Background: an optimization exercise with open tools, aiming at small area, a short achievable clock period and few clock cycles. Do not read the settings as production practice. At most, simulation tests tie the RTL to the original design; equivalence was not proved. Only the layout flow was run in run 5; the RTL was not checked for function there. Power is estimated from default activity; no workload was simulated.

==> design.v <==
package softmax_pkg;
  localparam int LANE_WIDTH = 16;
  localparam int LANES = 4;
  localparam int ADDR_WIDTH = 3;
  localparam int DEPTH = 2 ** ADDR_WIDTH;
  localparam int MAX_ROWS = DEPTH - 1;
  localparam int DIFF_WIDTH = LANE_WIDTH + 1;
  localparam int SUM_WIDTH = DIFF_WIDTH + 5;
  typedef logic signed [LANE_WIDTH-1:0] lane_t;
  typedef logic [LANES*LANE_WIDTH-1:0] row_t;
  typedef logic signed [DIFF_WIDTH-1:0] diff_t;
  typedef logic [LANES*DIFF_WIDTH-1:0] diff_row_t;
  typedef logic [ADDR_WIDTH-1:0] addr_t;
  typedef logic signed [SUM_WIDTH-1:0] sum_t;
  localparam lane_t LANE_MIN = {1'b1, {(LANE_WIDTH-1){1'b0}}};
endpackage
`timescale 1ns/10ps
module row_buffer (
  input  logic               clk,
  input  logic               take,
  input  logic [softmax_pkg::MAX_ROWS-1:0] row_idx,
  input  softmax_pkg::row_t  wb_rdata,
  input  logic [softmax_pkg::LANES-1:0] advance,
  input  logic [softmax_pkg::LANES*(softmax_pkg::MAX_ROWS-1)-1:0] rd_slot,
  output softmax_pkg::row_t  head
);
  localparam int LW = softmax_pkg::LANE_WIDTH;
  localparam int S = softmax_pkg::MAX_ROWS - 1;
  softmax_pkg::row_t mem [0:softmax_pkg::MAX_ROWS-2];
  softmax_pkg::row_t rd_data;
  always_ff @(posedge clk) begin
    for (int k = 0; k < softmax_pkg::MAX_ROWS-1; k++)
      if (take && row_idx[k+1]) mem[k] <= wb_rdata;
  end
  always_comb begin
    rd_data = '0;
    for (int i = 0; i < softmax_pkg::LANES; i++)
      for (int k = 0; k < S; k++)
        rd_data[i*LW +: LW] = rd_data[i*LW +: LW] | (mem[k][i*LW +: LW] & {LW{rd_slot[i*S+k]}});
  end
  always_ff @(posedge clk) begin
    for (int i = 0; i < softmax_pkg::LANES; i++) begin
      if (advance[i]) begin
        head[i*LW +: LW] <= rd_data[i*LW +: LW];
      end else if (take && row_idx[0]) begin
        head[i*LW +: LW] <= wb_rdata[i*LW +: LW];
      end
    end
  end
endmodule
`timescale 1ns/10ps
module row_fetch (
  input  logic               clk,
  input  logic               reset,
  input  logic               accept,
  input  softmax_pkg::addr_t start_addr,
  input  softmax_pkg::addr_t end_addr,
  input  logic               wb_ack,
  output logic               wb_cyc,
  output logic               wb_stb,
  output softmax_pkg::addr_t wb_adr,
  output logic               take,
  output logic               take_last,
  output logic [softmax_pkg::MAX_ROWS-1:0] row_idx
);
  softmax_pkg::addr_t end_r;
  softmax_pkg::addr_t next_adr;
  assign next_adr  = wb_adr + 1'b1;
  assign take      = wb_stb && wb_ack;
  assign take_last = take && (next_adr == end_r);
  assign wb_cyc    = wb_stb;
  always_ff @(posedge clk) begin
    if (reset) begin
      wb_stb <= 1'b0;
    end else if (accept) begin
      wb_stb <= (start_addr != end_addr);
    end else if (take_last) begin
      wb_stb <= 1'b0;
    end
  end
  always_ff @(posedge clk) begin
    if (accept) begin
      wb_adr  <= start_addr;
      end_r   <= end_addr;
      row_idx <= {{(softmax_pkg::MAX_ROWS-1){1'b0}}, 1'b1};
    end else if (take) begin
      wb_adr  <= next_adr;
      row_idx <= {row_idx[softmax_pkg::MAX_ROWS-2:0], 1'b0};
    end
  end
endmodule
`timescale 1ns/10ps
module lane_ge (
  input  softmax_pkg::lane_t a,
  input  softmax_pkg::lane_t b,
  output logic               ge
);
  localparam int W = softmax_pkg::LANE_WIDTH;
  localparam int L = ((W + 1 <= 16) ? 4 : (W + 1 <= 32) ? 5 : 6);
  logic [W-1:0] ua;
  logic [W-1:0] nb;
  logic [W:0] g [0:L];
  logic [W:0] p [0:L];
  assign ua = {~a[W-1], a[W-2:0]};
  assign nb = ~{~b[W-1], b[W-2:0]};
  assign g[0] = {ua & nb, 1'b1};
  assign p[0] = {ua | nb, 1'b0};
  for (genvar l = 0; l < L; l++) begin : g_lvl
    for (genvar i = 0; i <= W; i++) begin : g_bit
      if (((i >> l) & 1) == 1) begin : g_merge
        localparam int J = ((i >> l) << l) - 1;
        assign g[l+1][i] = g[l][i] | (p[l][i] & g[l][J]);
        assign p[l+1][i] = p[l][i] & p[l][J];
      end else begin : g_pass
        assign g[l+1][i] = g[l][i];
        assign p[l+1][i] = p[l][i];
      end
    end
  end
  assign ge = g[L][W];
endmodule
module max_tree (
  input  logic               clk,
  input  logic               reset,
  input  logic               clear_max,
  input  logic               row_valid,
  input  softmax_pkg::row_t  row_data,
  output softmax_pkg::lane_t max_value,
  output softmax_pkg::lane_t max_inv
);
  localparam int C = softmax_pkg::LANES + 1;
  softmax_pkg::lane_t cand [0:C-1];
  logic [C*C-1:0] ge;
  logic [C-1:0] win;
  softmax_pkg::lane_t best;
  assign cand[0] = max_value;
  for (genvar i = 0; i < softmax_pkg::LANES; i++) begin : g_lane
    assign cand[i+1] = row_data[i*softmax_pkg::LANE_WIDTH +: softmax_pkg::LANE_WIDTH];
  end
  for (genvar i = 0; i < C; i++) begin : g_i
    for (genvar j = 0; j < C; j++) begin : g_j
      if (j > i) begin : g_cmp
        lane_ge u_ge (.a(cand[i]), .b(cand[j]), .ge(ge[i*C+j]));
      end else begin : g_none
        assign ge[i*C+j] = 1'b0;
      end
    end
  end
  always_comb begin
    for (int i = 0; i < C; i++) begin
      win[i] = 1'b1;
      for (int j = 0; j < C; j++) begin
        if (j > i) win[i] = win[i] & ge[i*C+j];
        if (j < i) win[i] = win[i] & !ge[j*C+i];
      end
    end
    best = '0;
    for (int i = 0; i < C; i++)
      best = best | (cand[i] & {softmax_pkg::LANE_WIDTH{win[i]}});
  end
  always_ff @(posedge clk) begin
    if (reset || clear_max) begin
      max_value <= softmax_pkg::LANE_MIN;
      max_inv   <= ~softmax_pkg::LANE_MIN;
    end else if (row_valid) begin
      max_value <= best;
      max_inv   <= ~best;
    end
  end
endmodule
`timescale 1ns/10ps
module pfx_add #(
  parameter int W = 16,
  parameter int KS = 0
) (
  input  logic [W-1:0] a,
  input  logic [W-1:0] b,
  input  logic         cin,
  output logic [W-1:0] s
);
  localparam int L = ((W + 1 <= 16) ? 4 : (W + 1 <= 32) ? 5 : 6);
  logic [W:0] g [0:L];
  logic [W:0] p [0:L];
  logic [W-1:0] h;
  assign h = a ^ b;
  assign g[0] = {a & b, cin};
  assign p[0] = {h, 1'b0};
  for (genvar l = 0; l < L; l++) begin : g_lvl
    for (genvar i = 0; i <= W; i++) begin : g_bit
      if (KS == 0 && ((i >> l) & 1) == 1) begin : g_merge
        localparam int J = ((i >> l) << l) - 1;
        assign g[l+1][i] = g[l][i] | (p[l][i] & g[l][J]);
        assign p[l+1][i] = p[l][i] & p[l][J];
      end else if (KS == 1 && i >= (1 << l)) begin : g_ks
        localparam int J = i - (1 << l);
        assign g[l+1][i] = g[l][i] | (p[l][i] & g[l][J]);
        assign p[l+1][i] = p[l][i] & p[l][J];
      end else begin : g_pass
        assign g[l+1][i] = g[l][i];
        assign p[l+1][i] = p[l][i];
      end
    end
  end
  assign s = h ^ g[L][W-1:0];
endmodule
module max_subtract (
  input  logic                   clk,
  input  softmax_pkg::lane_t     max_inv,
  input  softmax_pkg::row_t      rd_data,
  output softmax_pkg::diff_row_t out_row
);
  localparam int LW = softmax_pkg::LANE_WIDTH;
  localparam int DW = softmax_pkg::DIFF_WIDTH;
  softmax_pkg::diff_row_t diff_next;
  for (genvar i = 0; i < softmax_pkg::LANES; i++) begin : g_lane
    pfx_add #(.W(DW), .KS(1)) u_sub (
      .a   ({rd_data[i*LW + LW-1], rd_data[i*LW +: LW]}),
      .b   ({max_inv[LW-1], max_inv}),
      .cin (1'b1),
      .s   (diff_next[i*DW +: DW])
    );
  end
  always_ff @(posedge clk) begin
    out_row <= diff_next;
  end
endmodule
`timescale 1ns/10ps
module sum_tree (
  input  logic               clk,
  input  logic               reset,
  input  logic               clear_sum,
  input  logic               row_valid,
  input  softmax_pkg::row_t  row_data,
  input  logic               load_m0,
  input  logic               load_m1,
  input  softmax_pkg::lane_t max_inv,
  output softmax_pkg::sum_t  sum
);
  localparam int W  = softmax_pkg::SUM_WIDTH;
  localparam int LW = softmax_pkg::LANE_WIDTH;
  localparam int PW = LW + 3;
  logic [PW-1:0] pair0, pair1;
  logic [PW-1:0] pair0_next, pair1_next;
  logic [PW-1:0] nmax4;
  logic          pc0, pc1;
  logic [W-1:0]  op_a, op_b, op_c;
  logic [W-1:0]  sum_next;
  logic [W-1:0]  t_s;
  logic [W:0]    t_c;
  assign nmax4 = {max_inv[LW-1], max_inv[LW-1], max_inv[LW-1:0], 2'b11};
  pfx_add #(.W(PW), .KS(1)) u_pair0 (
    .a   ({{3{row_data[LW-1]}}, row_data[0 +: LW]}),
    .b   ({{3{row_data[2*LW-1]}}, row_data[LW +: LW]}),
    .cin (1'b0),
    .s   (pair0_next)
  );
  pfx_add #(.W(PW), .KS(1)) u_pair1 (
    .a   ({{3{row_data[3*LW-1]}}, row_data[2*LW +: LW]}),
    .b   ({{3{row_data[4*LW-1]}}, row_data[3*LW +: LW]}),
    .cin (1'b0),
    .s   (pair1_next)
  );
  always_ff @(posedge clk) begin
    if (reset) begin
      pair0 <= '0;
      pair1 <= '0;
      pc0   <= 1'b0;
      pc1   <= 1'b0;
    end else begin
      pc0 <= !row_valid && load_m0;
      pc1 <= !row_valid && load_m1;
      if (row_valid) begin
        pair0 <= pair0_next;
        pair1 <= pair1_next;
      end else begin
        pair0 <= load_m0 ? nmax4 : '0;
        pair1 <= load_m1 ? nmax4 : '0;
      end
    end
  end
  assign op_a = sum;
  assign op_b = {{(W-PW){pair0[PW-1]}}, pair0};
  assign op_c = {{(W-PW){pair1[PW-1]}}, pair1};
  assign t_s = op_a ^ op_b ^ op_c;
  assign t_c = {((op_a & op_b) | (op_a & op_c) | (op_b & op_c)), pc0};
  pfx_add #(.W(W), .KS(1)) u_acc (.a(t_s), .b(t_c[W-1:0]), .cin(pc1), .s(sum_next));
  always_ff @(posedge clk) begin
    if (reset || clear_sum) begin
      sum <= '0;
    end else begin
      sum <= sum_next;
    end
  end
endmodule
`timescale 1ns/10ps
module softmax_ctrl (
  input  logic               clk,
  input  logic               reset,
  input  logic               start,
  input  softmax_pkg::addr_t start_addr,
  input  softmax_pkg::addr_t end_addr,
  input  logic               take_last,
  output logic               accept,
  output logic               advance,
  output logic [softmax_pkg::LANES-1:0] advance_c,
  output logic [softmax_pkg::LANES*(softmax_pkg::MAX_ROWS-1)-1:0] rd_slot,
  output logic               load_m0,
  output logic               load_m1,
  output logic               out_valid,
  output logic               busy,
  output logic               done
);
  localparam int R = softmax_pkg::MAX_ROWS;
  softmax_pkg::addr_t len;
  softmax_pkg::addr_t len_r;
  softmax_pkg::addr_t rows_left;
  softmax_pkg::addr_t m_left;
  logic one_row;
  logic late_done;
  assign accept  = start && !busy;
  assign len     = end_addr - start_addr;
  assign load_m0 = (m_left != '0);
  assign load_m1 = (m_left[softmax_pkg::ADDR_WIDTH-1:1] != '0);
  always_ff @(posedge clk) begin
    if (reset) begin
      busy      <= 1'b0;
      done      <= 1'b0;
      advance   <= 1'b0;
      advance_c <= '0;
      out_valid <= 1'b0;
      m_left    <= '0;
      late_done <= 1'b0;
    end else begin
      done      <= 1'b0;
      late_done <= 1'b0;
      out_valid <= advance;
      if (late_done) begin
        busy <= 1'b0;
        done <= 1'b1;
      end
      if (accept) begin
        if (start_addr == end_addr) begin
          done <= 1'b1;
        end else begin
          busy <= 1'b1;
        end
      end
      if (take_last) begin
        advance   <= 1'b1;
        advance_c <= '1;
        m_left    <= len_r;
      end else begin
        if (advance && rows_left == '0) begin
          advance   <= 1'b0;
          advance_c <= '0;
          if (one_row) begin
            late_done <= 1'b1;
          end else begin
            busy <= 1'b0;
            done <= 1'b1;
          end
        end
        m_left <= load_m1 ? m_left - 2'd2 : '0;
      end
    end
  end
  always_ff @(posedge clk) begin
    if (accept) begin
      len_r   <= len;
      one_row <= (len == 3'd1);
    end
    if (take_last) begin
      rows_left <= len_r - 1'b1;
      rd_slot   <= {softmax_pkg::LANES{{(R-2){1'b0}}, 1'b1}};
    end else if (advance) begin
      rows_left <= rows_left - 1'b1;
      for (int i = 0; i < softmax_pkg::LANES; i++)
        rd_slot[i*(R-1) +: R-1] <= {rd_slot[i*(R-1) +: R-2], 1'b0};
    end
  end
endmodule
`timescale 1ns/10ps
module softmax_top (
  input  logic                   clk,
  input  logic                   reset,
  input  logic                   start,
  input  softmax_pkg::addr_t     start_addr,
  input  softmax_pkg::addr_t     end_addr,
  output logic                   wb_cyc,
  output logic                   wb_stb,
  output softmax_pkg::addr_t     wb_adr,
  input  softmax_pkg::row_t      wb_rdata,
  input  logic                   wb_ack,
  output logic                   out_valid,
  output softmax_pkg::diff_row_t out_row,
  output softmax_pkg::sum_t      sum,
  output logic                   busy,
  output logic                   done
);
  logic  accept;
  logic  take;
  logic  take_last;
  logic [softmax_pkg::MAX_ROWS-1:0] row_idx;
  logic  advance;
  logic [softmax_pkg::LANES-1:0] advance_c;
  logic [softmax_pkg::LANES*(softmax_pkg::MAX_ROWS-1)-1:0] rd_slot;
  logic  load_m0;
  logic  load_m1;
  softmax_pkg::row_t  head;
  softmax_pkg::lane_t max_value;
  softmax_pkg::lane_t max_inv;
  softmax_ctrl u_ctrl (
    .clk        (clk),
    .reset      (reset),
    .start      (start),
    .start_addr (start_addr),
    .end_addr   (end_addr),
    .take_last  (take_last),
    .accept     (accept),
    .advance    (advance),
    .advance_c  (advance_c),
    .rd_slot    (rd_slot),
    .load_m0    (load_m0),
    .load_m1    (load_m1),
    .out_valid  (out_valid),
    .busy       (busy),
    .done       (done)
  );
  row_fetch u_fetch (
    .clk        (clk),
    .reset      (reset),
    .accept     (accept),
    .start_addr (start_addr),
    .end_addr   (end_addr),
    .wb_ack     (wb_ack),
    .wb_cyc     (wb_cyc),
    .wb_stb     (wb_stb),
    .wb_adr     (wb_adr),
    .take       (take),
    .take_last  (take_last),
    .row_idx    (row_idx)
  );
  row_buffer u_buffer (
    .clk      (clk),
    .take     (take),
    .row_idx  (row_idx),
    .wb_rdata (wb_rdata),
    .advance  (advance_c),
    .rd_slot  (rd_slot),
    .head     (head)
  );
  max_tree u_max (
    .clk       (clk),
    .reset     (reset),
    .clear_max (done),
    .row_valid (take),
    .row_data  (wb_rdata),
    .max_value (max_value),
    .max_inv  (max_inv)
  );
  max_subtract u_sub (
    .clk       (clk),
    .max_inv   (max_inv),
    .rd_data   (head),
    .out_row   (out_row)
  );
  sum_tree u_sum (
    .clk       (clk),
    .reset     (reset),
    .clear_sum (accept),
    .row_valid (take),
    .row_data  (wb_rdata),
    .load_m0   (load_m0),
    .load_m1   (load_m1),
    .max_inv   (max_inv),
    .sum       (sum)
  );
endmodule
==> flow/run.sh <==
#!/bin/bash
# The standard layout, with two changes to how it is made:
#  - ports are buffered with plain buffers (sky130_fd_sc_hd__buf_4) instead of
#    the delay cells buffer_ports picks by default;
#  - the resizer may change a cell's footprint when it sizes it.
# Synthesis is the standard one (standard.sh runs it unchanged).
set -euo pipefail
cd "$(dirname "$0")/.."
bash standard.sh \
  MATCH_CELL_FOOTPRINT=0 \
  "BUFFER_PORTS_ARGS=-buffer_cell sky130_fd_sc_hd__buf_4" \
  finish > flow_make.log 2>&1
==> standard.sh <==
#!/bin/bash
# synth_recipe.tcl (not shown) runs the flow's synth.tcl, then flattens the netlist and writes it again
# the make line also repeats each setting of config.mk as NAME=value (left out here)
make -C /OpenROAD-flow-scripts/flow DESIGN_CONFIG=/design/flow/config.mk WORK_HOME=/design/flow/orfs CLKGATE_MAP_FILE= SYNTH_SCRIPT=/design/flow/synth_recipe.tcl "${@:-finish}"
==> config.mk <==
export PLATFORM = sky130hd
export DESIGN_NAME = softmax_top
export DESIGN_NICKNAME = softmax_top
export VERILOG_FILES = /design/flow/design.v
export SDC_FILE = /design/flow/constraint.sdc
export NUM_CORES = 4
export LEC_CHECK = 0
export ABC_AREA = 1
export CAP_MARGIN = 20
export CORE_MARGIN = 2
export CORE_UTILIZATION = 65
export CTS_BUF_LIST = sky130_fd_sc_hd__clkbuf_8
export PLACE_DENSITY = 0.75
export SETUP_SLACK_MARGIN = 2.8
export SLEW_MARGIN = 20
==> constraint.sdc <==
create_clock -name core_clock -period 5.5 [get_ports {clk}]
set_input_delay 1.1000 -clock core_clock [delete_from_list [all_inputs] [get_ports {clk}]]
set_output_delay 1.1000 -clock core_clock [all_outputs]
set_load 0.01 [all_outputs]
==> results of run 1 <==
through the flow:
| stage | area [um^2] | setup WS, ns | hold WS [ns] | std cells | power (mW) |
|---|---|---|---|---|---|
| global placement | 33600 | 1.93 | 0.428 | 3945 | 8.58 |
| CTS | 35800 | 2.80 | 0.448 | 4137 | 12.7 |
| detailed placement | 33600 | 1.95 | 0.432 | 3945 | 8.67 |
| finish | 36800 | 2.83 | 0.452 | 4187 | 12.9 |
| global route | 36800 | 2.72 | 0.483 | 4185 | 13.3 |
| floorplan | 31900 | 2.69 | 0.419 | 3238 | 7.42 |
area by class of cell:
| cell class | count | area share, % |
|---|---|---|
| antenna | 2 | 0.0136 |
| multi-input combinational | 2212 | 35.7 |
| sequential | 645 | 47.7 |
| tap | 615 | 2.09 |
| inverter | 286 | 3.15 |
| clock inverter | 72 | 1.26 |
| timing repair buffer | 242 | 5.87 |
| clock buffer | 113 | 4.23 |
cells in the mapped netlist, drive strengths merged:
cell type | instances | area share [%]
nand2 | 802 | 9.5
edfxtp | 461 | 44
inv | 284 | 3.4
a21oi | 275 | 4.5
nor2 | 236 | 3.0
nand3 | 216 | 3.6
ha | 187 | 7.4
dfxtp | 184 | 12
o21ai | 131 | 2.1
a221oi | 68 | 1.9
clkbuf | 64 | 0.76
a22oi | 63 | 1.5
xor2 | 57 | 1.6
nand4 | 33 | 0.67
buf | 32 | 0.59
fa | 25 | 1.6
xnor2 | 21 | 0.58
nor3 | 13 | 0.21
a21o | 12 | 0.28
or2 | 11 | 0.22
a31oi | 9 | 0.18
nand3b | 8 | 0.19
nor4 | 8 | 0.16
o31ai | 8 | 0.19
o21bai | 6 | 0.14
o22ai | 6 | 0.12
o211ai | 4 | 0.095
a211oi | 3 | 0.071
and2 | 3 | 0.059
clkinv | 2 | 0.024
o21a | 2 | 0.047
o311ai | 2 | 0.055
a21boi | 1 | 0.024
a41oi | 1 | 0.028
flip-flops by register name, summed over array words and instances, names as in the netlist, 3 cells and up:
name	flops
u_buffer.mem	384
u_sub.out_row	68
u_buffer.head	64
u_sum.sum	22
u_sum.pair0	19
u_sum.pair1	19
u_max.max_inv	16
u_max.max_value	16
u_fetch.row_idx	7
u_ctrl.rd_slot	6
u_ctrl.len_r	3
u_ctrl.m_left	3
u_ctrl.rows_left	3
u_fetch.end_r	3
u_fetch.wb_adr	3
report_power, final:
part	total, mW	switching (mW)	leakage, nW	internal, mW
sequential	5.93	0.460	5.69	5.47
combinational	2.93	1.88	8.29	1.04
clock	4.09	1.96	1.13	2.13
how the worst max path moves through the flow:
stage	cells past startpoint	to	slack (ns)
2_1_floorplan	4	u_buffer.mem[0][0]	2.69
3_3_place_gp	16	u_max.max_value[4]	1.93
3_5_place_dp	15	u_max.max_inv[0]	1.95
4_1_cts	9	u_sum.sum[20]	2.80
5_1_grt	13	u_max.max_value[1]	2.72
6_report	10	u_sub.out_row[30]	2.83
logic make-up (layout without fill, tap and decap cells):
logic type / after synthesis / after routing / synth area share (%)
buffers and inverters: 382 / 713 / 4.74
DFF: 645 / 645 / 55.4
other: 0 / 2 / 0
and+or+nand+nor: 1330 / 1331 / 17.6
adders and majority gates: 212 / 212 / 8.97
xor gates and xnor gates: 78 / 78 / 2.16
AOI/OAI and AO/OA: 591 / 591 / 11.2
critical path: cells and delay by family (launching register included):
kind	cells	cell delay, ns
compound gates	5	1.11
flops	1	0.66
fa+ha+maj	1	0.39
simple gates	2	0.15
xor+xnor	1	0.14
buf+inv	1	0.11
timing repair:
action                                  in CTS  in global routing
endpoints found under the hold margin        0                  0
buffers inserted                             6                 47
cloned                                       1                  1
resized for setup                           22                140
pin swaps                                    2                 44
endpoints found under the setup margin      51                130
routing by layer:
metal,vias up,wire [um],GRT usage [%]
li1,11700,-,-
met1,12800,39400,56.6
met2,2051,47400,63.8
met3,425,14600,11.6
met4,6,5900,19.1
met5,-,41,0
==> results_tabular.tex, run 1 <==
\begin{tabular}{lr}
\hline
Metric & Value \\
\hline
\multicolumn{2}{l}{\textbf{Clocking}} \\
Max Root-Sink Buffers & 3 \\
Clock slew seen by the registers of the worst setup and hold paths & 0.07 ns \\
CTS Hold Bufs & 0 \\
Total clock sinks & 645 \\
Master cell of the clock root buffer & sky130\_fd\_sc\_hd\_\_clkbuf\_8 \\
Number of CTS-inserted buffers & between 90 and 100 \\
CTS tree & yes \\
Number of levels the H-tree was split into & 3 \\
Insertion delay to the later sink of the worst-skew pair & 0.72 ns \\
\multicolumn{2}{l}{\textbf{Cells and area}} \\
Area Overhead vs Synth & 16.3\% \\
Total of fill cells in the finished design & 3085 \\
Final Net Count & between 3000 and 4000 \\
Register cell area after layout & 0.0176 mm\^{}2 \\
Proportion of layout cells with a drive suffix above 1 & 16.2\% \\
Leading cell type in the layout, fill and taps excluded & sky130\_fd\_sc\_hd\_\_nand2\_1 \\
Highest-count cells in the layout ignoring fill and taps & sky130\_fd\_sc\_hd\_\_nand2\_1, sky130\_fd\_sc\_hd\_\_edfxtp\_1, sky130\_fd\_sc\_hd\_\_inv\_1 \\
Area of the multi-input gates & between 0.01 and 0.015 mm\^{}2 \\
Final cell utilization of the core & 76.8\% \\
\multicolumn{2}{l}{\textbf{Outcome}} \\
Status & finished clean \\
\multicolumn{2}{l}{\textbf{STA}} \\
Slew at the pin with the worst max-slew slack & 1.16 ns \\
Number of failing setup endpoints in the final timing report & 0 \\
Unrepaired setup endpoints after global routing & true \\
Worst max-slew margin expressed relative to the limit & 22.8\% \\
Peak Freq & about 370 MHz \\
Fin. max-slew vios & 0 \\
Final TNS setup & 0 ns \\
Post-Route Skew & 0.0488 ns \\
Final hold violations & 0 \\
Fin crit share & 48.5\% \\
Period minus WS final & 2.67 ns \\
\multicolumn{2}{l}{\textbf{Synthesis}} \\
Netlist Area Pre-Place & 0.0317 mm\^{}2 \\
Total of warnings raised by yosys & 21 \\
Synthesized net count & 3524 \\
Gate count of the mapped netlist & around 3200 \\
Count of different cell masters after synthesis & between 40 and 50 \\
Mean Syn Cell Area & 9.78 um\^{}2 \\
Number of storage elements in the synthesis netlist & 645 \\
Sequential area share after synthesis & 55.4\% \\
\multicolumn{2}{l}{\textbf{Worst setup path}} \\
Reg2Reg Capture Point & u\_sub.out\_row[30] \\
Crit-path slowest cell & sky130\_fd\_sc\_hd\_\_dfxtp\_1 \\
Worst flop-to-flop path startpoint & u\_max.max\_inv[4] \\
Category of the most critical setup path & flop to flop \\
CP peak stage delay & 0.66 ns \\
Worst setup path startpoint & u\_max.max\_inv[4] \\
Critical path endpoint category & flop \\
Startpoint type of the worst setup path & flop \\
Cells along the critical path & ha\_1 > a21oi\_1 > inv\_1 > a31oi\_1 > o21ai\_1 > a31oi\_1 > o21ai\_1 > nand2\_1 > nand2\_1 > xor2\_1 \\
Critical path required time & 6.10 ns \\
Critical-path maximum fanout & 5 \\
Arrival time at the worst endpoint & 3.27 ns \\
Register-to-Register Setup Slack & 2.83 ns \\
Count of cells along the worst register-to-register path & 10 \\
\multicolumn{2}{l}{\textbf{Floorplanning}} \\
Area inside the core boundary & $\sim$0.048 mm\^{}2 \\
Die span in y & 225 um \\
Die extent in x & 225 um \\
Effective utilization at floorplan & roughly two thirds \\
Cell Rows & 80 \\
Full die area & 0.0505 mm\^{}2 \\
Number of top-level pins & 172 \\
\multicolumn{2}{l}{\textbf{Routing}} \\
First-iteration detailed-routing DRC count & 3933 \\
Count of vias placed by the detailed router & 27000 \\
Drt via density & 6.44 \\
Avg WL per Cell & between 20 and 30 um \\
Post-route DRC violation count & 0 \\
Post-DRT Antenna Nets & 0 \\
Pre-Repair DR Iteration Count & 9 \\
Final wirelength & 107000 um \\
\multicolumn{2}{l}{\textbf{Placed design}} \\
Count of buffers inserted at the top-level ports & between 150 and 200 \\
Global placer's final weighted congestion & approximately 1.1 \\
Detailed placer's ending HPWL & 73400 um \\
\multicolumn{2}{l}{\textbf{Global routing}} \\
Global-route wire length before repair & 156000 um \\
Initial antenna violation count & 10 \\
Final global-route overflow total & 0 \\
Maximum number of pins on one net before global-route repair & 77 \\
Number of global-route vias before repair & 25500 \\
GRT Util Overall & approximately two fifths \\
\multicolumn{2}{l}{\textbf{Min path}} \\
Terminating pin of the worst hold path & u\_fetch.row\_idx[0] \\
Hold Path Origin & u\_fetch.row\_idx[0] \\
Depth of the worst hold-timing path & 2 \\
Class of the worst hold path & flop to flop \\
\multicolumn{2}{l}{\textbf{Power}} \\
Pleak & 15.1 nW \\
Power per cell area & 352 mW/mm\^{}2 \\
Peak VDD IR & 0.311 mV \\
\multicolumn{2}{l}{\textbf{Run}} \\
Maximum Capacitance Violations & 0 \\
\hline
\end{tabular}
Testbench counts, summed over its fixed seeds: cycles 20,322.
==> run 2: changes to the inputs <==
--- a/config.mk
+++ b/config.mk
@@ -8,8 +8,7 @@
 export ABC_AREA = 1
 export CAP_MARGIN = 20
 export CORE_MARGIN = 2
-export CORE_UTILIZATION = 65
+export CORE_UTILIZATION = 55
 export CTS_BUF_LIST = sky130_fd_sc_hd__clkbuf_8
-export PLACE_DENSITY = 0.75
 export SETUP_SLACK_MARGIN = 2.8
 export SLEW_MARGIN = 20
==> results_tabular.tex, run 2 <==
\begin{tabular}{lr}
\hline
Metric & Value \\
\hline
\multicolumn{2}{l}{\textbf{STA}} \\
Final hold violations & 0 \\
Worst max-slew margin expressed relative to the limit & 27.3\% \\
Slew at the pin with the worst max-slew slack & 1.09 ns \\
Fin crit share & 48.0\% \\
Unrepaired setup endpoints after global routing & true \\
Number of failing setup endpoints in the final timing report & 0 \\
Period minus WS final & 2.64 ns \\
Post-Route Skew & 0.0357 ns \\
Fin. max-slew vios & 0 \\
Final TNS setup & 0 ns \\
Peak Freq & 379 MHz \\
\multicolumn{2}{l}{\textbf{Routing}} \\
Pre-Repair DR Iteration Count & 6 \\
Drt via density & slightly below 6 \\
First-iteration detailed-routing DRC count & 2552 \\
Avg WL per Cell & 24.2 um \\
Post-DRT Antenna Nets & 0 \\
Count of vias placed by the detailed router & about 26000 \\
Final wirelength & 105000 um \\
Post-route DRC violation count & 0 \\
\multicolumn{2}{l}{\textbf{Synthesis}} \\
Count of different cell masters after synthesis & 47 \\
Synthesized net count & 3524 \\
Sequential area share after synthesis & around 55\% \\
Compound-gate portion of the synthesized area & between 10\% and 20\% \\
Number of storage elements in the synthesis netlist & about 650 \\
Mux share of post-synthesis cell area & 0\% \\
Total of warnings raised by yosys & 21 \\
Largest family of logic cells by synthesized area & simple AND/OR/NAND/NOR gates \\
Mean Syn Cell Area & approximately 10 um\^{}2 \\
Most frequently used cell type in the post-synthesis netlist & sky130\_fd\_sc\_hd\_\_nand2\_1 \\
Number of enable flip-flop cells after synthesis & 461 \\
Async set-or-reset flop fraction in the synthesized netlist & 0\% \\
Leading post-synthesis cells by instance count & sky130\_fd\_sc\_hd\_\_nand2\_1, sky130\_fd\_sc\_hd\_\_edfxtp\_1, sky130\_fd\_sc\_hd\_\_a21oi\_1, sky130\_fd\_sc\_hd\_\_inv\_1, sky130\_fd\_sc\_hd\_\_nor2\_1 \\
Synthesized-area fraction occupied by adder cells & 8.97\% \\
Most area-consuming cells after synthesis & sky130\_fd\_sc\_hd\_\_edfxtp\_1, sky130\_fd\_sc\_hd\_\_dfxtp\_1, sky130\_fd\_sc\_hd\_\_nand2\_1 \\
Fraction of the mapped netlist area in simple logic gates & 17.6\% \\
Biggest area consumer among synthesized cells & sky130\_fd\_sc\_hd\_\_edfxtp\_1 \\
Prevailing post-synth register cell & sky130\_fd\_sc\_hd\_\_edfxtp\_1 \\
Top-area cell type share of the netlist area & 43.7\% \\
Gate count of the mapped netlist & 3238 \\
Netlist Area Pre-Place & 0.0317 mm\^{}2 \\
Xor/xnor cell area share of the yosys netlist & about 2.2\% \\
\multicolumn{2}{l}{\textbf{Placed design}} \\
Count of buffers inserted at the top-level ports & 171 \\
Detailed placer's ending HPWL & 73900 um \\
Placed instance area & approximately 0.034 mm\^{}2 \\
Global placer's final weighted congestion & 1.02 \\
\multicolumn{2}{l}{\textbf{Run}} \\
Maximum Capacitance Violations & 0 \\
\multicolumn{2}{l}{\textbf{Clocking}} \\
Clock slew seen by the registers of the worst setup and hold paths & 0.07 ns \\
CTS Hold Bufs & 0 \\
Master cell of the clock root buffer & sky130\_fd\_sc\_hd\_\_clkbuf\_8 \\
Total clock sinks & 645 \\
Insertion delay to the later sink of the worst-skew pair & 0.73 ns \\
Number of levels the H-tree was split into & 3 \\
CTS tree & yes \\
Number of CTS-inserted buffers & 102 \\
Max Root-Sink Buffers & 3 \\
\multicolumn{2}{l}{\textbf{Cells and area}} \\
Highest-count cells in the layout ignoring fill and taps & sky130\_fd\_sc\_hd\_\_nand2\_1, sky130\_fd\_sc\_hd\_\_edfxtp\_1, sky130\_fd\_sc\_hd\_\_inv\_1 \\
Area Overhead vs Synth & 16.5\% \\
Total of fill cells in the finished design & 4542 \\
Register cell area after layout & roughly 0.018 mm\^{}2 \\
Proportion of layout cells with a drive suffix above 1 & 15.6\% \\
Largest register by flop count & u\_buffer.mem \\
Final Net Count & 3773 \\
Post-route cell area & between 0.03 and 0.04 mm\^{}2 \\
Area of the multi-input gates & 0.0131 mm\^{}2 \\
Registers with the highest flip-flop counts & u\_buffer.mem (384), u\_sub.out\_row (68), u\_buffer.head (64) \\
Leading cell type in the layout, fill and taps excluded & sky130\_fd\_sc\_hd\_\_nand2\_1 \\
Max FFs per register & around 380 \\
Final cell utilization of the core & between 60 and 70\% \\
\multicolumn{2}{l}{\textbf{Outcome}} \\
Status & finished clean \\
\multicolumn{2}{l}{\textbf{Worst setup path}} \\
Reg2Reg Capture Point & u\_sum.sum[16] \\
Critical path endpoint category & flop \\
Category of the most critical setup path & flop to flop \\
Critical path required time & 6.13 ns \\
Top cell by count, worst path & sky130\_fd\_sc\_hd\_\_a21oi\_1 \\
CP peak stage delay & 0.48 ns \\
Worst flop-to-flop path startpoint & u\_sum.pair0[4] \\
Count of cells along the worst register-to-register path & 11 \\
Register-to-Register Setup Slack & 2.86 ns \\
Startpoint type of the worst setup path & flop \\
Critical-path maximum fanout & 5 \\
Arrival time at the worst endpoint & 3.27 ns \\
Crit-path slowest cell & sky130\_fd\_sc\_hd\_\_fa\_1 \\
Critical path's top delay family & adder cells \\
Cells along the critical path & fa\_1 > ha\_4 > nand2\_1 > nor2\_2 > a21oi\_2 > o21ai\_2 > nand3b\_1 > o211ai\_1 > a21oi\_1 > or2\_2 > a21oi\_1 \\
Combined buffer and inverter count along the critical path & 0 \\
\multicolumn{2}{l}{\textbf{Floorplanning}} \\
Die span in y & around 240 um \\
Area inside the core boundary & about 0.057 mm\^{}2 \\
Full die area & between 0.05 and 0.06 mm\^{}2 \\
Cell Rows & 87 \\
Number of top-level pins & 172 \\
Effective utilization at floorplan & 55.9\% \\
Die extent in x & 244 um \\
\multicolumn{2}{l}{\textbf{Min path}} \\
Depth of the worst hold-timing path & 2 \\
Terminating pin of the worst hold path & u\_fetch.row\_idx[0] \\
Hold Path Origin & u\_fetch.row\_idx[0] \\
Class of the worst hold path & flop to flop \\
\multicolumn{2}{l}{\textbf{Global routing}} \\
GRT Util Overall & 35.0\% \\
Maximum number of pins on one net before global-route repair & 90 \\
Global-route wire length before repair & 155000 um \\
Final global-route overflow total & 0 \\
Number of global-route vias before repair & about 25000 \\
Initial antenna violation count & 9 \\
\multicolumn{2}{l}{\textbf{Power}} \\
Peak VDD IR & $\sim$0.58 mV \\
Power per cell area & 351 mW/mm\^{}2 \\
Pleak & about 15 nW \\
\hline
\end{tabular}
==> run 2: cell counts after synthesis <==
Identical to the previous run, type by type.
==> run 2: how the worst max path moves through the flow <==
stage | startpoint | end | slack [ns] | cells past startpoint
after floorplan | wb_ack | u_buffer.mem[0][0] | 2.69 | 4
after global placement | wb_rdata[10] | u_sum.pair0[15] | 1.90 | 11
after detailed placement | wb_rdata[10] | u_sum.pair0[15] | 1.92 | 11
after CTS | u_sum.sum[14] | u_sum.sum[20] | 2.80 | 9
after global routing | wb_rdata[7] | u_max.max_value[11] | 2.77 | 19
final | u_sum.pair0[4] | u_sum.sum[16] | 2.86 | 11
==> run 2: per-stage QoR <==
step           power [mW]  setup slack (ns)  cells  hold WS [ns]
2_1_floorplan        7.42              2.69   3238         0.419
3_3_place_gp         8.63              1.90   4088         0.433
3_5_place_dp         8.67              1.92   4088         0.433
4_1_cts              12.8              2.80   4285         0.448
5_1_grt              13.4              2.77   4333         0.491
6_report             12.9              2.86   4336         0.448
==> run 2: kinds of logic after synthesis <==
family,count (synthesis)
AOI/OAI and AO/OA,591
buffers and inverters,382
xor gates and xnor gates,78
adders and majority gates,212
and+or+nand+nor,1330
DFF,645
==> run 2: power by group <==
| part | total, mW | switching (mW) | internal, mW |
|---|---|---|---|
| Sequential | 5.85 | 0.384 | 5.47 |
| Clock | 4.17 | 1.95 | 2.23 |
| Combinational | 2.90 | 1.87 | 1.03 |
==> run 2: final cells by class <==
| cell class | instances | area share (%) |
|---|---|---|
| tap | 756 | 2.57 |
| multi-input combinational | 2212 | 35.6 |
| clock inverter | 83 | 1.64 |
| inverter | 286 | 3.07 |
| clock buffer | 109 | 4.07 |
| timing repair buffer | 240 | 5.42 |
| sequential | 645 | 47.6 |
| antenna | 5 | 0.0339 |
==> run 2: per-layer routing <==
layer	share of wire, %	track usage (%)	vias to the layer above
met5	0.0076	0	-
met4	3.5	13.4	2
met3	10	6.83	212
met2	45	53.8	1403
met1	41	49.3	12300
li1	-	-	11700
==> run 2: repair_timing <==
action                                  4_1_cts  5_1_grt
buffers inserted                              4       45
endpoints found under the setup margin       75       78
cloned                                        1        1
pin swaps                                     4       30
gates resized for setup                      21      110
==> run 2: worst reg2reg max path: cells and delay by family, from the launching register on <==
kind / cells / cell delay [ns]
AOI/OAI and AO/OA: 5 / 0.68
adders and majority gates: 2 / 0.79
DFF: 1 / 0.41
and+or+nand+nor: 4 / 0.64
==> run 3: changes to the inputs <==
--- a/config.mk
+++ b/config.mk
@@ -9,6 +9,6 @@
 export CAP_MARGIN = 20
 export CORE_MARGIN = 2
 export CORE_UTILIZATION = 55
-export CTS_BUF_LIST = sky130_fd_sc_hd__clkbuf_8
+export CTS_BUF_LIST = sky130_fd_sc_hd__clkbuf_4
 export SETUP_SLACK_MARGIN = 2.8
 export SLEW_MARGIN = 20
==> results_tabular.tex, run 3 <==
\begin{tabular}{lr}
\hline
Metric & Value \\
\hline
\multicolumn{2}{l}{\textbf{Placed design}} \\
Detailed placer's ending HPWL & approximately 74000 um \\
Global placer's final weighted congestion & 1.02 \\
Placed instance area & 0.0338 mm\^{}2 \\
Placed instance count & roughly 4100 \\
DP Worst Slack & 1.92 ns \\
Count of buffers inserted at the top-level ports & $\sim$170 \\
\multicolumn{2}{l}{\textbf{Routing}} \\
Avg WL per Cell & 23.8 um \\
Pre-Repair DR Iteration Count & 6 \\
Post-route DRC violation count & 0 \\
First-iteration detailed-routing DRC count & 2491 \\
Final wirelength & approximately 110000 um \\
Post-DRT Antenna Nets & 0 \\
Drt via density & 5.86 \\
Count of vias placed by the detailed router & 25900 \\
\multicolumn{2}{l}{\textbf{Clocking}} \\
Number of CTS-inserted buffers & 162 \\
Insertion delay to the later sink of the worst-skew pair & approximately 1.1 ns \\
Number of levels the H-tree was split into & 4 \\
CTS tree & yes \\
CTS Hold Bufs & 0 \\
Total clock sinks & 645 \\
Max Root-Sink Buffers & 3 \\
Clock slew seen by the registers of the worst setup and hold paths & approximately 0.07 ns \\
Master cell of the clock root buffer & sky130\_fd\_sc\_hd\_\_clkbuf\_4 \\
\multicolumn{2}{l}{\textbf{Power}} \\
Internal power & 8.65 mW \\
Sequential fraction of design power & a little under half \\
Power dissipated by switching net loads & 4.23 mW \\
Combinational group share of total power & 22.0\% \\
Part of the total power dissipated in the clock network & 32.7\% \\
Power per cell area & 353 mW/mm\^{}2 \\
Tot Pwr & 12.9 mW \\
Pleak & between 15 and 20 nW \\
Peak VDD IR & 0.543 mV \\
Switching portion of total power & 32.8\% \\
\multicolumn{2}{l}{\textbf{STA}} \\
Final TNS setup & 0 ns \\
Peak Freq & $\sim$370 MHz \\
Unrepaired setup endpoints after global routing & true \\
Period minus WS final & 2.71 ns \\
Post-route setup slack & around 2.8 ns \\
Fin. max-slew vios & 0 \\
Slew at the pin with the worst max-slew slack & 1.10 ns \\
Fin crit share & 49.3\% \\
Final hold violations & 0 \\
Post-Route Skew & 0.0548 ns \\
Worst max-slew margin expressed relative to the limit & about a quarter \\
Number of failing setup endpoints in the final timing report & 0 \\
\multicolumn{2}{l}{\textbf{Synthesis}} \\
Top-area cell type share of the netlist area & 43.7\% \\
Mean Syn Cell Area & 9.78 um\^{}2 \\
Biggest area consumer among synthesized cells & sky130\_fd\_sc\_hd\_\_edfxtp\_1 \\
Sequential area share after synthesis & 55.4\% \\
Number of storage elements in the synthesis netlist & 645 \\
Most frequently used cell type in the post-synthesis netlist & sky130\_fd\_sc\_hd\_\_nand2\_1 \\
Prevailing post-synth register cell & sky130\_fd\_sc\_hd\_\_edfxtp\_1 \\
Synthesized net count & 3524 \\
Leading post-synthesis cells by instance count & sky130\_fd\_sc\_hd\_\_nand2\_1, sky130\_fd\_sc\_hd\_\_edfxtp\_1, sky130\_fd\_sc\_hd\_\_a21oi\_1, sky130\_fd\_sc\_hd\_\_inv\_1, sky130\_fd\_sc\_hd\_\_nor2\_1 \\
Most area-consuming cells after synthesis & sky130\_fd\_sc\_hd\_\_edfxtp\_1, sky130\_fd\_sc\_hd\_\_dfxtp\_1, sky130\_fd\_sc\_hd\_\_nand2\_1 \\
Gate count of the mapped netlist & about 3200 \\
Number of enable flip-flop cells after synthesis & 461 \\
Async set-or-reset flop fraction in the synthesized netlist & 0\% \\
Netlist Area Pre-Place & around 0.032 mm\^{}2 \\
Count of different cell masters after synthesis & 47 \\
Total of warnings raised by yosys & 21 \\
\multicolumn{2}{l}{\textbf{Cells and area}} \\
Highest-count cells in the layout ignoring fill and taps & sky130\_fd\_sc\_hd\_\_nand2\_1, sky130\_fd\_sc\_hd\_\_edfxtp\_1, sky130\_fd\_sc\_hd\_\_inv\_1 \\
Max FFs per register & 384 \\
Final Net Count & around 3800 \\
Leading cell type in the layout, fill and taps excluded & sky130\_fd\_sc\_hd\_\_nand2\_1 \\
Final Non-Filler Cells & approximately 4400 \\
Largest register by flop count & u\_buffer.mem \\
Registers with the highest flip-flop counts & u\_buffer.mem (384), u\_sub.out\_row (68), u\_buffer.head (64) \\
Area Overhead vs Synth & 15.4\% \\
Proportion of layout cells with a drive suffix above 1 & 17.3\% \\
Post-route cell area & $\sim$0.037 mm\^{}2 \\
\multicolumn{2}{l}{\textbf{Floorplanning}} \\
Die extent in x & 244 um \\
Effective utilization at floorplan & 55.9\% \\
Cell Rows & 87 \\
Full die area & 0.0595 mm\^{}2 \\
Number of top-level pins & $\sim$170 \\
Die span in y & around 240 um \\
Area inside the core boundary & 0.0566 mm\^{}2 \\
\multicolumn{2}{l}{\textbf{Worst setup path}} \\
Arrival time at the worst endpoint & roughly 1.6 ns \\
Combined buffer and inverter count along the critical path & 1 \\
Critical path required time & 4.40 ns \\
Critical-path maximum fanout & 2 \\
Critical path endpoint category & output pin \\
CP peak stage delay & 0.42 ns \\
Critical path's top delay family & flip-flops \\
Startpoint type of the worst setup path & flop \\
Category of the most critical setup path & flop to output pin \\
Cells along the critical path & buf\_6 \\
Crit-path slowest cell & sky130\_fd\_sc\_hd\_\_edfxtp\_1 \\
\multicolumn{2}{l}{\textbf{Global routing}} \\
Final global-route overflow total & 0 \\
GRT Util Overall & between 30\% and 40\% \\
Number of global-route vias before repair & 25300 \\
Maximum number of pins on one net before global-route repair & 90 \\
Initial antenna violation count & 11 \\
Global-route wire length before repair & approximately 160000 um \\
\multicolumn{2}{l}{\textbf{Min path}} \\
Class of the worst hold path & input port to flop \\
\multicolumn{2}{l}{\textbf{Run}} \\
Maximum Capacitance Violations & 0 \\
\multicolumn{2}{l}{\textbf{Outcome}} \\
Status & finished clean \\
\hline
\end{tabular}
==> run 3: cell counts after synthesis <==
Identical to the previous run, type by type.
==> run 3: power groups by stage <==
stage	registers [mW]	logic (mW)	clock network, mW
after floorplan	5.73	1.69	0
after global placement	5.94	2.69	0
after detailed placement	5.95	2.73	0
after CTS	5.84	2.76	4.27
after global routing	5.86	3.06	4.53
final	5.84	2.83	4.21
==> run 3: layout make-up <==
| class | instances | area, um^2 |
|---|---|---|
| fillers | 4586 | 20100 |
| flip-flops and latches | 645 | 17600 |
| multi-input cells | 2211 | 13000 |
| clock buffers | 239 | 1790 |
| repair buffers | 214 | 1700 |
| inverters | 286 | 1100 |
| well taps | 756 | 946 |
| clock inverters | 60 | 382 |
| diodes | 12 | 30.0 |
==> run 3: per-layer routing <==
layer  vias to the layer above  GRT usage, %  part of all wire (%)
met1                     12400          48.7                    41
met3                       221          8.82                    10
met4                         2          13.6                   3.4
li1                      11900             -                     -
met5                         -             0                 0.011
met2                      1389          54.2                    45
==> run 3: metrics by stage <==
step,utilization [%],hold WS (ns)
global placement,59.7,0.433
finish,64.5,0.243
floorplan,-,0.419
detailed placement,59.7,0.433
CTS,63.9,0.177
global route,64.5,0.164
==> run 3: cells by family (layout without fill, tap and decap cells) <==
logic type | Yosys count | in the layout | synth area share [%]
compound gates | 591 | 591 | 11.2
xor+xnor | 78 | 78 | 2.16
fa+ha+maj | 212 | 212 | 8.97
buf+inv | 382 | 799 | 4.74
flops | 645 | 645 | 55.4
other cells | 0 | 12 | 0
simple gates | 1330 | 1330 | 17.6
==> run 3: worst paths after layout <==
path,slack [ns],from,depth (start not counted),endpoint
min reg2reg,0.45,u_fetch.row_idx[0],2,u_fetch.row_idx[0]
min,0.24,end_addr[0],1,u_fetch.end_r[0]
max reg2reg,2.85,u_max.max_inv[0],13,u_sub.out_row[67]
max,2.79,u_fetch.wb_adr[0],1,wb_adr[0]
==> run 3: repair_timing <==
item                                    in CTS  in global routing
pin swaps                                    2                 14
endpoints found under the setup margin      63                 66
resized for setup                           44                 48
setup buffers                                9                 14
==> run 4: changes to the inputs <==
--- a/config.mk
+++ b/config.mk
@@ -9,6 +9,6 @@
 export CAP_MARGIN = 20
 export CORE_MARGIN = 2
 export CORE_UTILIZATION = 55
-export CTS_BUF_LIST = sky130_fd_sc_hd__clkbuf_4
+export CTS_BUF_LIST = sky130_fd_sc_hd__clkbuf_4 sky130_fd_sc_hd__clkbuf_8
 export SETUP_SLACK_MARGIN = 2.8
 export SLEW_MARGIN = 20
==> results_tabular.tex, run 4 <==
\begin{tabular}{lr}
\hline
Metric & Value \\
\hline
\multicolumn{2}{l}{\textbf{Placed design}} \\
Placed instance area & between 0.03 and 0.04 mm\^{}2 \\
Count of buffers inserted at the top-level ports & roughly 170 \\
Global placer's final weighted congestion & 1.02 \\
Detailed placer's ending HPWL & 73900 um \\
\multicolumn{2}{l}{\textbf{Worst setup path}} \\
Cells along the critical path & buf\_4 > inv\_1 > ha\_1 > nor4\_1 > o21ai\_0 > nand3\_1 > nand3\_1 > nand2\_2 > a21oi\_4 > buf\_12 > nor2\_4 > buf\_4 > nand2\_1 > nand3\_1 > nand2\_1 > nor2\_1 \\
Category of the most critical setup path & input port to flop \\
Top cell by count, worst path & sky130\_fd\_sc\_hd\_\_nand3\_1 \\
Critical-path maximum fanout & 14 \\
Startpoint type of the worst setup path & input port \\
Critical path required time & between 6 and 7 ns \\
Critical path endpoint category & flop \\
Crit-path slowest cell & sky130\_fd\_sc\_hd\_\_ha\_1 \\
Arrival time at the worst endpoint & 3.30 ns \\
Combined buffer and inverter count along the critical path & 4 \\
CP peak stage delay & roughly 0.24 ns \\
Critical path's top delay family & simple AND/OR/NAND/NOR gates \\
\multicolumn{2}{l}{\textbf{Global routing}} \\
Number of global-route vias before repair & 24700 \\
Global-route wire length before repair & between 150000 and 200000 um \\
GRT Util Overall & a little over a third \\
Final global-route overflow total & 0 \\
Initial antenna violation count & 10 \\
Maximum number of pins on one net before global-route repair & 90 \\
\multicolumn{2}{l}{\textbf{Synthesis}} \\
Leading post-synthesis cells by instance count & sky130\_fd\_sc\_hd\_\_nand2\_1, sky130\_fd\_sc\_hd\_\_edfxtp\_1, sky130\_fd\_sc\_hd\_\_a21oi\_1, sky130\_fd\_sc\_hd\_\_inv\_1, sky130\_fd\_sc\_hd\_\_nor2\_1 \\
Synthesized net count & 3524 \\
Number of storage elements in the synthesis netlist & 645 \\
Async set-or-reset flop fraction in the synthesized netlist & 0\% \\
Biggest area consumer among synthesized cells & sky130\_fd\_sc\_hd\_\_edfxtp\_1 \\
Total of warnings raised by yosys & 21 \\
Mux share of post-synthesis cell area & 0\% \\
Fraction of the mapped netlist area in simple logic gates & 17.6\% \\
Synthesized-area fraction occupied by adder cells & 8.97\% \\
Prevailing post-synth register cell & sky130\_fd\_sc\_hd\_\_edfxtp\_1 \\
Sequential area share after synthesis & 55.4\% \\
Gate count of the mapped netlist & between 3000 and 4000 \\
Mean Syn Cell Area & 9.78 um\^{}2 \\
Compound-gate portion of the synthesized area & 11.2\% \\
Count of different cell masters after synthesis & 47 \\
Top-area cell type share of the netlist area & 43.7\% \\
Most frequently used cell type in the post-synthesis netlist & sky130\_fd\_sc\_hd\_\_nand2\_1 \\
Number of enable flip-flop cells after synthesis & 461 \\
Netlist Area Pre-Place & $\sim$0.032 mm\^{}2 \\
Largest family of logic cells by synthesized area & simple AND/OR/NAND/NOR gates \\
Xor/xnor cell area share of the yosys netlist & 2.16\% \\
Most area-consuming cells after synthesis & sky130\_fd\_sc\_hd\_\_edfxtp\_1, sky130\_fd\_sc\_hd\_\_dfxtp\_1, sky130\_fd\_sc\_hd\_\_nand2\_1 \\
\multicolumn{2}{l}{\textbf{Power}} \\
Tot Pwr & 13.2 mW \\
Power per cell area & 357 mW/mm\^{}2 \\
Peak VDD IR & around 0.58 mV \\
Pleak & 15.2 nW \\
\multicolumn{2}{l}{\textbf{Routing}} \\
Post-route DRC violation count & 0 \\
Post-DRT Antenna Nets & 0 \\
Drt via density & 5.93 \\
Pre-Repair DR Iteration Count & 6 \\
First-iteration detailed-routing DRC count & about 2700 \\
Final wirelength & 105000 um \\
Avg WL per Cell & 24.2 um \\
Count of vias placed by the detailed router & 25700 \\
\multicolumn{2}{l}{\textbf{Cells and area}} \\
Final Net Count & 3775 \\
Total of fill cells in the finished design & approximately 4500 \\
Proportion of layout cells with a drive suffix above 1 & 16.9\% \\
Largest register by flop count & u\_buffer.mem \\
Registers with the highest flip-flop counts & u\_buffer.mem (384), u\_sub.out\_row (68), u\_buffer.head (64) \\
Post-route cell area & 0.0371 mm\^{}2 \\
Leading cell type in the layout, fill and taps excluded & sky130\_fd\_sc\_hd\_\_nand2\_1 \\
Highest-count cells in the layout ignoring fill and taps & sky130\_fd\_sc\_hd\_\_nand2\_1, sky130\_fd\_sc\_hd\_\_edfxtp\_1, sky130\_fd\_sc\_hd\_\_inv\_1 \\
Area Overhead vs Synth & 17.1\% \\
Area of the multi-input gates & 0.0131 mm\^{}2 \\
Max FFs per register & between 300 and 400 \\
Register cell area after layout & 0.0176 mm\^{}2 \\
\multicolumn{2}{l}{\textbf{STA}} \\
Final TNS setup & 0 ns \\
Final hold violations & 0 \\
Post-Route Skew & roughly 0.042 ns \\
Fin. max-slew vios & 0 \\
Worst max-slew margin expressed relative to the limit & 27.6\% \\
Slew at the pin with the worst max-slew slack & roughly 1.1 ns \\
Period minus WS final & roughly 2.6 ns \\
Fin crit share & 48.1\% \\
Number of failing setup endpoints in the final timing report & 0 \\
Peak Freq & between 300 and 400 MHz \\
Unrepaired setup endpoints after global routing & true \\
\multicolumn{2}{l}{\textbf{Clocking}} \\
Master cell of the clock root buffer & sky130\_fd\_sc\_hd\_\_clkbuf\_8 \\
Number of CTS-inserted buffers & 102 \\
CTS Hold Bufs & 0 \\
Insertion delay to the later sink of the worst-skew pair & 0.73 ns \\
Clock slew seen by the registers of the worst setup and hold paths & 0.07 ns \\
CTS tree & yes \\
Total clock sinks & 645 \\
Number of levels the H-tree was split into & 3 \\
Max Root-Sink Buffers & 3 \\
\multicolumn{2}{l}{\textbf{Floorplanning}} \\
Number of top-level pins & 172 \\
Area inside the core boundary & 0.0566 mm\^{}2 \\
Effective utilization at floorplan & 55.9\% \\
Die extent in x & 244 um \\
Die span in y & 244 um \\
Cell Rows & 87 \\
Full die area & 0.0595 mm\^{}2 \\
\multicolumn{2}{l}{\textbf{Min path}} \\
Class of the worst hold path & flop to flop \\
\multicolumn{2}{l}{\textbf{Outcome}} \\
Status & finished clean \\
\multicolumn{2}{l}{\textbf{Run}} \\
Maximum Capacitance Violations & 0 \\
\hline
\end{tabular}
==> run 4: changes by cell type in the layout (fill, tap and decap cells not counted), sizes merged <==
cell,delta
buf,+27
nor2,+1
inv,-12
clkbuf,-87
clkinv,-19
clkinvlp,+8
bufinv,+4
diode,-7
==> run 4: through the flow <==
stage	hold slack, ns	utilization (%)	setup WS [ns]	cells
after floorplan	0.419	-	2.69	3238
after global placement	0.433	59.7	1.90	4088
after detailed placement	0.433	59.7	1.92	4088
after CTS	0.448	63.9	2.80	4286
after global routing	0.491	65.5	2.72	4335
final	0.451	65.5	2.86	4338
==> run 4: layer usage <==
metal  share of wire [%]  up-vias  track usage, %
li1                    -    11700               -
met5               0.046        -               0
met4                 3.5        4            13.5
met3                  10      212            7.02
met1                  41    12400            49.2
met2                  45     1408            53.7
==> run 4: timing repair <==
item,in CTS,in global routing
gates cloned,1,1
pin swaps,5,31
endpoints found under the setup margin,74,79
buffers inserted,5,46
resized for setup,22,113
==> run 4: layout make-up <==
type	instances	area share, %
clock buffer	151	4.90
clock inverter	41	1.20
tap	756	2.55
antenna	5	0.0338
sequential	645	47.4
multi-input combinational	2212	35.5
timing repair buffer	242	5.42
inverter	286	3.06
==> run 4: worst paths after layout <==
kind | from | to | slack (ns) | cells past startpoint
worst max-delay path | wb_rdata[36] | u_max.max_value[4] | 2.86 | 16
worst min-delay path | u_fetch.row_idx[0] | u_fetch.row_idx[0] | 0.45 | 2
worst max register to register | u_ctrl.rd_slot[18] | u_buffer.head[12] | 2.87 | 3
worst min register to register | u_fetch.row_idx[0] | u_fetch.row_idx[0] | 0.45 | 2
==> run 4: tightest hold or removal path, stage by stage (launching register included) <==
cell and delay [ns]:
sky130_fd_sc_hd__dfxtp_1 0.31, sky130_fd_sc_hd__nand2_1 0.06, sky130_fd_sc_hd__nand2_1 0.04
==> run 4: power breakdown <==
part           leakage [nW]  internal [mW]  switching, mW
logic                  8.30           1.03           1.87
clock network          1.18           2.51           1.95
registers              5.69           5.47          0.386
total                  15.2           9.01           4.21
==> run 4: cells by family after synthesis <==
kind of cell | count (synthesis)
compound gates | 591
buf+inv | 382
xor+xnor | 78
flops | 645
fa+ha+maj | 212
simple gates | 1330
==> run 5: changes to the inputs <==
--- a/design.v
+++ b/design.v
@@ -317,6 +317,7 @@
   softmax_pkg::addr_t m_left;
   logic one_row;
   logic late_done;
+  logic [R-2:0] slot_a, slot_b, slot_an, slot_bn;
   assign accept  = start && !busy;
   assign len     = end_addr - start_addr;
   assign load_m0 = (m_left != '0);
@@ -371,13 +372,26 @@
     end
     if (take_last) begin
       rows_left <= len_r - 1'b1;
-      rd_slot   <= {softmax_pkg::LANES{{(R-2){1'b0}}, 1'b1}};
     end else if (advance) begin
       rows_left <= rows_left - 1'b1;
-      for (int i = 0; i < softmax_pkg::LANES; i++)
-        rd_slot[i*(R-1) +: R-1] <= {rd_slot[i*(R-1) +: R-2], 1'b0};
     end
   end
+  always_ff @(posedge clk) begin
+    if (take_last) begin
+      slot_a  <= {{(R-2){1'b0}}, 1'b1};
+      slot_b  <= {{(R-2){1'b0}}, 1'b1};
+      slot_an <= ~{{(R-2){1'b0}}, 1'b1};
+      slot_bn <= ~{{(R-2){1'b0}}, 1'b1};
+    end else begin
+      slot_b  <= {slot_b[R-3:0], 1'b0};
+      slot_bn <= {slot_bn[R-3:0], 1'b1};
+      if (advance) begin
+        slot_a  <= {slot_a[R-3:0], 1'b0};
+        slot_an <= {slot_an[R-3:0], 1'b1};
+      end
+    end
+  end
+  assign rd_slot = {~slot_bn, ~slot_an, slot_b, slot_a};
 endmodule
 `timescale 1ns/10ps
 module softmax_top (
--- a/config.mk
+++ b/config.mk
@@ -9,6 +9,6 @@
 export CAP_MARGIN = 20
 export CORE_MARGIN = 2
 export CORE_UTILIZATION = 55
-export CTS_BUF_LIST = sky130_fd_sc_hd__clkbuf_4 sky130_fd_sc_hd__clkbuf_8
-export SETUP_SLACK_MARGIN = 2.8
+export CTS_BUF_LIST = sky130_fd_sc_hd__clkbuf_8
+export SETUP_SLACK_MARGIN = 3.0
 export SLEW_MARGIN = 20
==> results_tabular.tex, run 5 <==
\begin{tabular}{lr}
\hline
Metric & Value \\
\hline
\multicolumn{2}{l}{\textbf{Routing}} \\
Drt via density & 6.07 \\
Count of vias placed by the detailed router & 26900 \\
Final wirelength & between 100000 and 150000 um \\
Avg WL per Cell & roughly 26 um \\
First-iteration detailed-routing DRC count & 3208 \\
Post-DRT Antenna Nets & 0 \\
Post-route DRC violation count & 0 \\
Pre-Repair DR Iteration Count & 7 \\
\multicolumn{2}{l}{\textbf{Worst setup path}} \\
CP peak stage delay & 0.61 ns \\
Critical path's top delay family & compound AO/OA/AOI/OAI gates \\
Critical path required time & slightly above 6 ns \\
Count of cells along the worst register-to-register path & 12 \\
Reg2Reg Capture Point & u\_sum.sum[17] \\
Crit-path slowest cell & sky130\_fd\_sc\_hd\_\_fa\_2 \\
Startpoint type of the worst setup path & flop \\
Combined buffer and inverter count along the critical path & 1 \\
Critical-path maximum fanout & 3 \\
Arrival time at the worst endpoint & approximately 3.4 ns \\
Category of the most critical setup path & flop to flop \\
Worst flop-to-flop path startpoint & u\_sum.pair1[0] \\
Critical path endpoint category & flop \\
Cells along the critical path & fa\_2 > fa\_2 > nand3\_2 > nand2\_2 > a21boi\_2 > o21ai\_1 > inv\_1 > o21a\_1 > o21bai\_2 > a21oi\_2 > or2\_4 > a21oi\_2 \\
Register-to-Register Setup Slack & 2.76 ns \\
\multicolumn{2}{l}{\textbf{Min path}} \\
Depth of the worst hold-timing path & 2 \\
Terminating pin of the worst hold path & u\_fetch.row\_idx[0] \\
Class of the worst hold path & flop to flop \\
Hold Path Origin & u\_fetch.row\_idx[0] \\
\multicolumn{2}{l}{\textbf{STA}} \\
Number of failing setup endpoints in the final timing report & 0 \\
Fin crit share & 49.8\% \\
Final TNS setup & 0 ns \\
Period minus WS final & 2.74 ns \\
Slew at the pin with the worst max-slew slack & about 1 ns \\
Peak Freq & 365 MHz \\
Fin. max-slew vios & 0 \\
Post-Route Skew & 0.0305 ns \\
Unrepaired setup endpoints after global routing & true \\
Final hold violations & 0 \\
Worst max-slew margin expressed relative to the limit & 34.5\% \\
Worst hold slack after final layout & approximately 0.45 ns \\
\multicolumn{2}{l}{\textbf{Clocking}} \\
CTS tree & yes \\
Clock slew seen by the registers of the worst setup and hold paths & 0.06 ns \\
Number of levels the H-tree was split into & 3 \\
Number of CTS-inserted buffers & between 100 and 150 \\
CTS Hold Bufs & 0 \\
Max Root-Sink Buffers & 3 \\
Master cell of the clock root buffer & sky130\_fd\_sc\_hd\_\_clkbuf\_8 \\
Total clock sinks & between 600 and 700 \\
Insertion delay to the later sink of the worst-skew pair & 0.75 ns \\
\multicolumn{2}{l}{\textbf{Cells and area}} \\
Largest register by flop count & u\_buffer.mem \\
Final cell utilization of the core & 69.2\% \\
Area Overhead vs Synth & 24.4\% \\
Registers with the highest flip-flop counts & u\_buffer.mem (384), u\_sub.out\_row (68), u\_buffer.head (64) \\
Total of fill cells in the finished design & 4264 \\
Area of the multi-input gates & 0.0142 mm\^{}2 \\
Final Net Count & 3871 \\
Proportion of layout cells with a drive suffix above 1 & around a quarter \\
Post-route cell area & approximately 0.04 mm\^{}2 \\
Highest-count cells in the layout ignoring fill and taps & sky130\_fd\_sc\_hd\_\_nand2\_1, sky130\_fd\_sc\_hd\_\_edfxtp\_1, sky130\_fd\_sc\_hd\_\_buf\_4 \\
Leading cell type in the layout, fill and taps excluded & sky130\_fd\_sc\_hd\_\_nand2\_1 \\
Register cell area after layout & 0.0179 mm\^{}2 \\
Max FFs per register & 384 \\
Final Non-Filler Cells & 4441 \\
\multicolumn{2}{l}{\textbf{Synthesis}} \\
Biggest area consumer among synthesized cells & sky130\_fd\_sc\_hd\_\_edfxtp\_1 \\
Most frequently used cell type in the post-synthesis netlist & sky130\_fd\_sc\_hd\_\_nand2\_1 \\
Synthesized net count & 3507 \\
Count of different cell masters after synthesis & 51 \\
Leading post-synthesis cells by instance count & sky130\_fd\_sc\_hd\_\_nand2\_1, sky130\_fd\_sc\_hd\_\_edfxtp\_1, sky130\_fd\_sc\_hd\_\_inv\_1, sky130\_fd\_sc\_hd\_\_a21oi\_1, sky130\_fd\_sc\_hd\_\_nor2\_1 \\
Number of storage elements in the synthesis netlist & $\sim$660 \\
Gate count of the mapped netlist & 3221 \\
Sequential area share after synthesis & a little under three fifths \\
Top-area cell type share of the netlist area & 43.2\% \\
Async set-or-reset flop fraction in the synthesized netlist & 0\% \\
Number of enable flip-flop cells after synthesis & between 400 and 500 \\
Netlist Area Pre-Place & 0.0320 mm\^{}2 \\
Mean Syn Cell Area & 9.94 um\^{}2 \\
Prevailing post-synth register cell & sky130\_fd\_sc\_hd\_\_edfxtp\_1 \\
Most area-consuming cells after synthesis & sky130\_fd\_sc\_hd\_\_edfxtp\_1, sky130\_fd\_sc\_hd\_\_dfxtp\_1, sky130\_fd\_sc\_hd\_\_nand2\_1 \\
Total of warnings raised by yosys & 21 \\
\multicolumn{2}{l}{\textbf{Power}} \\
Pleak & 15.9 nW \\
Sequential fraction of design power & 45.5\% \\
Internal power & 8.90 mW \\
Part of the total power dissipated in the clock network & between 30\% and 40\% \\
Power per cell area & 325 mW/mm\^{}2 \\
Switching portion of total power & 31.3\% \\
Combinational group share of total power & 21.6\% \\
Peak VDD IR & 0.287 mV \\
Power dissipated by switching net loads & approximately 4.1 mW \\
\multicolumn{2}{l}{\textbf{Floorplanning}} \\
Full die area & 0.0602 mm\^{}2 \\
Die extent in x & 245 um \\
Area inside the core boundary & between 0.05 and 0.06 mm\^{}2 \\
Die span in y & 245 um \\
Number of top-level pins & 172 \\
Cell Rows & 88 \\
Effective utilization at floorplan & 55.6\% \\
\multicolumn{2}{l}{\textbf{Outcome}} \\
Status & finished clean \\
\multicolumn{2}{l}{\textbf{Placed design}} \\
Detailed placer's ending HPWL & 78200 um \\
Count of buffers inserted at the top-level ports & 171 \\
Placed instance count & 4083 \\
Placed instance area & approximately 0.034 mm\^{}2 \\
Global placer's final weighted congestion & 1.04 \\
\multicolumn{2}{l}{\textbf{Global routing}} \\
Global-route wire length before repair & 161000 um \\
Number of global-route vias before repair & $\sim$25000 \\
Initial antenna violation count & 12 \\
Maximum number of pins on one net before global-route repair & just under 80 \\
GRT Util Overall & 36.8\% \\
Final global-route overflow total & 0 \\
\multicolumn{2}{l}{\textbf{Run}} \\
Maximum Capacitance Violations & 0 \\
\hline
\end{tabular}
-- run 5: cell families (layout without fill, tap and decap cells) --
group           count (synthesis)  in the layout  synth area share [%]
simple gates                 1243           1245                  16.4
flops                         663            663                  55.9
compound gates                636            636                  12.0
buf+inv                       387            838                  4.70
fa+ha+maj                     212            212                  8.87
xor+xnor                       80             80                  2.19
other cells                     0              2                     0
-- run 5: worst max-delay path by stage --
stage / start / endpoint / slack, ns / cells after the start
final: u_sum.pair1[0] / u_sum.sum[17] / 2.76 / 12
after global routing: u_sum.pair1[0] / u_sum.sum[15] / 2.72 / 12
after floorplan: wb_ack / u_buffer.mem[5][0] / 2.68 / 4
after CTS: u_max.max_inv[4] / u_sub.out_row[64] / 2.89 / 9
after global placement: wb_rdata[4] / u_max.max_value[0] / 1.76 / 19
after detailed placement: wb_rdata[61] / u_max.max_inv[6] / 1.69 / 14
-- run 5: worst register-to-register path, stage by stage, from the launching register on --
cell,delay (ns)
sky130_fd_sc_hd__dfxtp_2,0.33
sky130_fd_sc_hd__fa_2,0.61
sky130_fd_sc_hd__fa_2,0.24
sky130_fd_sc_hd__nand3_2,0.08
sky130_fd_sc_hd__nand2_2,0.10
sky130_fd_sc_hd__a21boi_2,0.08
sky130_fd_sc_hd__o21ai_1,0.24
sky130_fd_sc_hd__inv_1,0.11
sky130_fd_sc_hd__o21a_1,0.24
sky130_fd_sc_hd__o21bai_2,0.21
sky130_fd_sc_hd__a21oi_2,0.09
sky130_fd_sc_hd__or2_4,0.24
sky130_fd_sc_hd__a21oi_2,0.10
-- run 5: cell type report --
class | count | area share [%]
clock inverter | 80 | 1.33
multi-input combinational | 2173 | 35.7
clock buffer | 117 | 4.04
inverter | 296 | 3.31
antenna | 2 | 0.0126
timing repair inverter | 1 | 0.0126
tap | 765 | 2.40
sequential | 663 | 45.0
timing repair buffer | 344 | 8.16
-- run 5: through the flow --
stage / power (mW) / worst slack, ns
finish: 13.0 / 2.76
global route: 13.4 / 2.72
CTS: 12.7 / 2.89
detailed placement: 8.37 / 1.69
global placement: 8.33 / 1.76
floorplan: 7.31 / 2.68
-- run 5: per-layer routing --
layer | track usage (%) | share of wire, % | vias up
met5 | 0 | 0.035 | -
met2 | 56.3 | 44 | 1691
li1 | - | - | 12000
met1 | 51.3 | 40 | 12900
met3 | 8.51 | 11 | 301
met4 | 13.4 | 4.3 | 6
-- run 5: timing repair --
action | CTS | global route
gates resized for setup | 169 | 357
cloned | 4 | 0
pin swaps | 57 | 129
setup endpoints to repair | 190 | 132
setup buffers | 80 | 75
-- run 5: power groups by stage --
stage	Combinational (mW)	Sequential (mW)	Clock, mW
2_1_floorplan	1.42	5.89	0
3_3_place_gp	2.33	5.99	0
3_5_place_dp	2.36	6.00	0
4_1_cts	2.53	5.90	4.30
5_1_grt	3.00	5.93	4.49
6_report	2.80	5.91	4.26

static timing again, ports no longer ideal:
No port has a modelled driver above. Below, the same layouts with a new extraction and two added sets of constraints.
Step 1 assumes that a clkbuf_16 drives the clock port and a buf_2 every other input.
Step 2 times the ports against the registers' clock, not the clock port: input delays grow and output delays shrink by t, the midpoint of the rising clock arrivals with the driver on.
a / b / c = no drivers / after step 1 / after step 2; a / b = the first two.
run | t (ns) | slack for setup (ns)
run 1 | 0.749 | 2.831 / 2.831 / 2.090
run 2 | 0.776 | 2.861 / 2.861 / 2.101
run 3 | 1.093 | 2.790 / 2.728 / 1.839
run 4 | 0.775 | 2.857 / 2.871 / 2.096
run 5 | 0.796 | 2.760 / 2.760 / 2.094
After both steps setup and hold are still met in every run listed.
